This design comes from an exercise in tuning for small area on the open sky130 flow, not from production work.
Function was checked by simulation only, so behaviour that the tests miss may differ from the original.
Power is estimated from default activity; no workload was simulated.

Design ibuf_rdreq_mgmt, start of the top module:
module ibuf_rdreq_mgmt #(
  parameter int unsigned BW       = 9,
  parameter int unsigned TAG_W    = 5,
  parameter int unsigned MX_OS_RQ = 4
) (
  input  logic             clk,
  input  logic             rst,
  input  logic [2:0]       cfg_max_rd_req_size,
  input  logic [63:0]      lbuf_addr,
  input  logic [31:0]      lbuf_len,
  input  logic             lbuf_en,
  output logic             lbuf_dn,
  input  logic [BW:0]      cons,
  output logic [BW:0]      committed_prod,
  output logic             rd,
  output logic [63:0]      hst_addr,
  output logic [9:0]       rd_qw,
  input  logic             rd_ack,
  input  logic [TAG_W-1:0] rd_tag,
  input  logic [TAG_W-1:0] cpl_tag,
  output logic [BW-1:0]    cpl_base,
  input  logic             cpl_vld,
  input  logic             cpl_last,
  output logic             err
);
  localparam int unsigned NSlot = 4;
  typedef logic [BW:0] ptr_t;
  typedef enum logic [2:0] {
    StIdle,
    StWaitOs,
    StCalc,
    StWaitSpace,
    StReq,
    StUpd,
    StDrain,
    StDone
  } state_e;
  state_e           state_q, state_d;
  logic [63:3]      addr_q;
  logic [31:0]      nleft_q;     
  logic [31:0]      left_q;
  ptr_t             iprod_q;
  logic             err_q;
  logic             last_q;      
  logic             ca_q;        
  logic             cb_q;        
  logic             cl_q;        
  logic             blt_q;       
  logic [TAG_W-1:0] tag_q   [NSlot];
  ptr_t             start_q [NSlot];
  logic [NSlot-1:0] vld_q;
  logic [NSlot-1:0] done_q;
  logic [1:0]       wr_ptr_q, rd_ptr_q;
  logic             idle, upd, fire, commit;
  logic [8:0]       a, hmask, bsel, bnd_qw, a_nxt;
  logic [9:0]       mx_qw, chunk, lsum;
  logic             hi_ones, blt, last, space_ok;
  logic [8:0]       anz;         
  logic [8:0]       at;          
  logic [63:3]      addr_nxt, addr_d;
  logic [31:0]      nleft_nxt, nleft_d;
  ptr_t             ipc, free_qw;
  logic [9:0]       chunk_le;
  logic             ct, lt;      
  logic [NSlot-1:0] match, pend;
  assign a      = addr_q[11:3];
  assign left_q = ~nleft_q;
  always_comb begin
    unique case (cfg_max_rd_req_size)
  ...
export LEC_CHECK = 0
export CAP_MARGIN = 0
export CORE_MARGIN = 2
export CORE_UTILIZATION = 50
export SLEW_MARGIN = 0
create_clock -name core_clock -period 8.0 [get_ports {clk}]
standard.sh (not shown) runs the stock make flow with config.mk's settings and CLKGATE_MAP_FILE= SYNTH_SCRIPT=/design/flow/synth_recipe.tcl, a recipe that flattens the netlist after the stock synthesis.
==> flow/flow/run.sh <==
#!/bin/bash
# Layout: the standard flow with these changes.
# - Synthesis is the standard flow's own script (synth_recipe.tcl) with ORFS's synthesis, except that ABC
#   maps the logic for area with flow/area.abc, and adders are left to ABC instead of being
#   mapped onto half/full-adder cells first (ADDER_MAP_FILE empty). Registers are mapped
#   before ABC runs, so they are the standard synthesis's.
# - Ports are buffered with buf_1 cells.
# - The clock tree uses clkbuf_8 cells and no dummy loads.
# Each tool's log is in orfs/logs/; make's output is in make_finish.log.
set -euo pipefail
work=$PWD
{
  head -n 1 synth_recipe.tcl
  cat <<EOT
proc abc {args} {
  set i [lsearch -exact \$args -script]
  if { \$i >= 0 } { set args [lreplace \$args [expr {\$i + 1}] [expr {\$i + 1}] $work/flow/area.abc] }
  yosys abc {*}\$args
}
EOT
  tail -n +2 synth_recipe.tcl
} > area_synth.tcl
bash standard.sh "SYNTH_SCRIPT=$work/area_synth.tcl" "ADDER_MAP_FILE=" \
  "BUFFER_PORTS_ARGS=-buffer_cell sky130_fd_sc_hd__buf_1" \
  "CTS_ARGS=-sink_clustering_enable -repair_clock_nets -dont_use_dummy_load -buf_list sky130_fd_sc_hd__clkbuf_8" \
  finish > make_finish.log 2>&1
==> flow/flow/area.abc <==
strash
dc2
dc2
dch -f
amap -m
The starting point completed without violations.
Rerun with:
--- a/flow/flow/run.sh
+++ b/flow/flow/run.sh
@@ -3,3 +3,3 @@
 # - Synthesis is the standard flow's own script (synth_recipe.tcl) with ORFS's synthesis, except that ABC
-#   maps the logic for area with flow/area.abc, and adders are left to ABC instead of being
+#   maps the logic for area with flow/area.abc (AIG node-count reduction with &deepsyn, then area-only mapping), and adders are left to ABC instead of being
 #   mapped onto half/full-adder cells first (ADDER_MAP_FILE empty). Registers are mapped
==> flow/flow/area.abc (replaced) <==
strash
&get -n
&deepsyn -T 30
&put
dc2
dch -f
amap -m
Core utilization fell by 0.51 points; setup slack is better by 0.32 ns; design area fell by 1.6%.

* * *

ibuf_rdreq_mgmt, a different RTL version from the one above (not shown whole).
For scale: ~1000 cells after synthesis, about 180 flip-flops, about 220 I/O pins, roughly 0.0099 sq mm of cells after synthesis.
clock: 8.0 ns
lec_check: 0
cap_margin: 0
core_margin: 2
core_utilization: 50
slew_margin: 0
==> flow/flow/run.sh <==
#!/bin/bash
# Layout: the standard flow (standard synthesis unchanged), with plain buf_1 cells as the
# port buffers and a clock tree of clkbuf_8 cells without dummy loads.
set -euo pipefail
bash standard.sh \
  "BUFFER_PORTS_ARGS=-buffer_cell sky130_fd_sc_hd__buf_1" \
  "CTS_ARGS=-sink_clustering_enable -repair_clock_nets -dont_use_dummy_load -buf_list sky130_fd_sc_hd__clkbuf_8 -sink_clustering_size 50 -sink_clustering_max_diameter 200" \
  finish > make_finish.log 2>&1
The baseline went through all stages and came out clean.
Then changed:
==> flow/flow/run.sh (replaced) <==
#!/bin/bash
# Layout: the standard flow (standard synthesis unchanged), with plain buf_1 cells as the
# port buffers and a clock tree of clkbuf_4 and clkbuf_8 cells without dummy loads.
set -euo pipefail
bash standard.sh \
  "BUFFER_PORTS_ARGS=-buffer_cell sky130_fd_sc_hd__buf_1" \
  "CTS_ARGS=-sink_clustering_enable -repair_clock_nets -dont_use_dummy_load -buf_list {sky130_fd_sc_hd__clkbuf_4 sky130_fd_sc_hd__clkbuf_8} -sink_clustering_size 50" \
  finish > make_finish.log 2>&1
Result: Sequential share of layout area stays the same. Sequential power stays flat. Global-route usage does not change.

separate check: timing with driven ports:
No port has a modelled driver above. Below, the same layouts with a new extraction and two added sets of constraints.
Step 1, drivers: a clkbuf_16 drives clk and a buf_2 each remaining input, both assumed.
Step 2, shift: input delay + t, output delay - t, t = (earliest + latest rising clock arrival at the registers) / 2. This alone moves slack from input paths to output paths.
Three values: ideal ports, drivers, drivers and shift; two values: the first two.
run	t (ns)	setup slack, ns	latest minus earliest clock arrival (ns)	worst data-port slew with drivers (ns)
the first run of note 1	0.491	2.202 / 2.181 / 1.689	0.037 / 0.037	0.08
the second run of note 1	0.479	2.522 / 2.522 / 2.281	0.026 / 0.026	0.06
the first run of note 2	0.485	2.048 / 2.042 / 1.558	0.045 / 0.045	0.06
the second run of note 2	0.485	2.048 / 2.042 / 1.558	0.045 / 0.045	0.06
After both steps setup and hold are still met in every run listed. The setup slack of the first run of note 1, which loses most, moves by -0.021 ns with the drivers and by -0.513 ns with both steps.
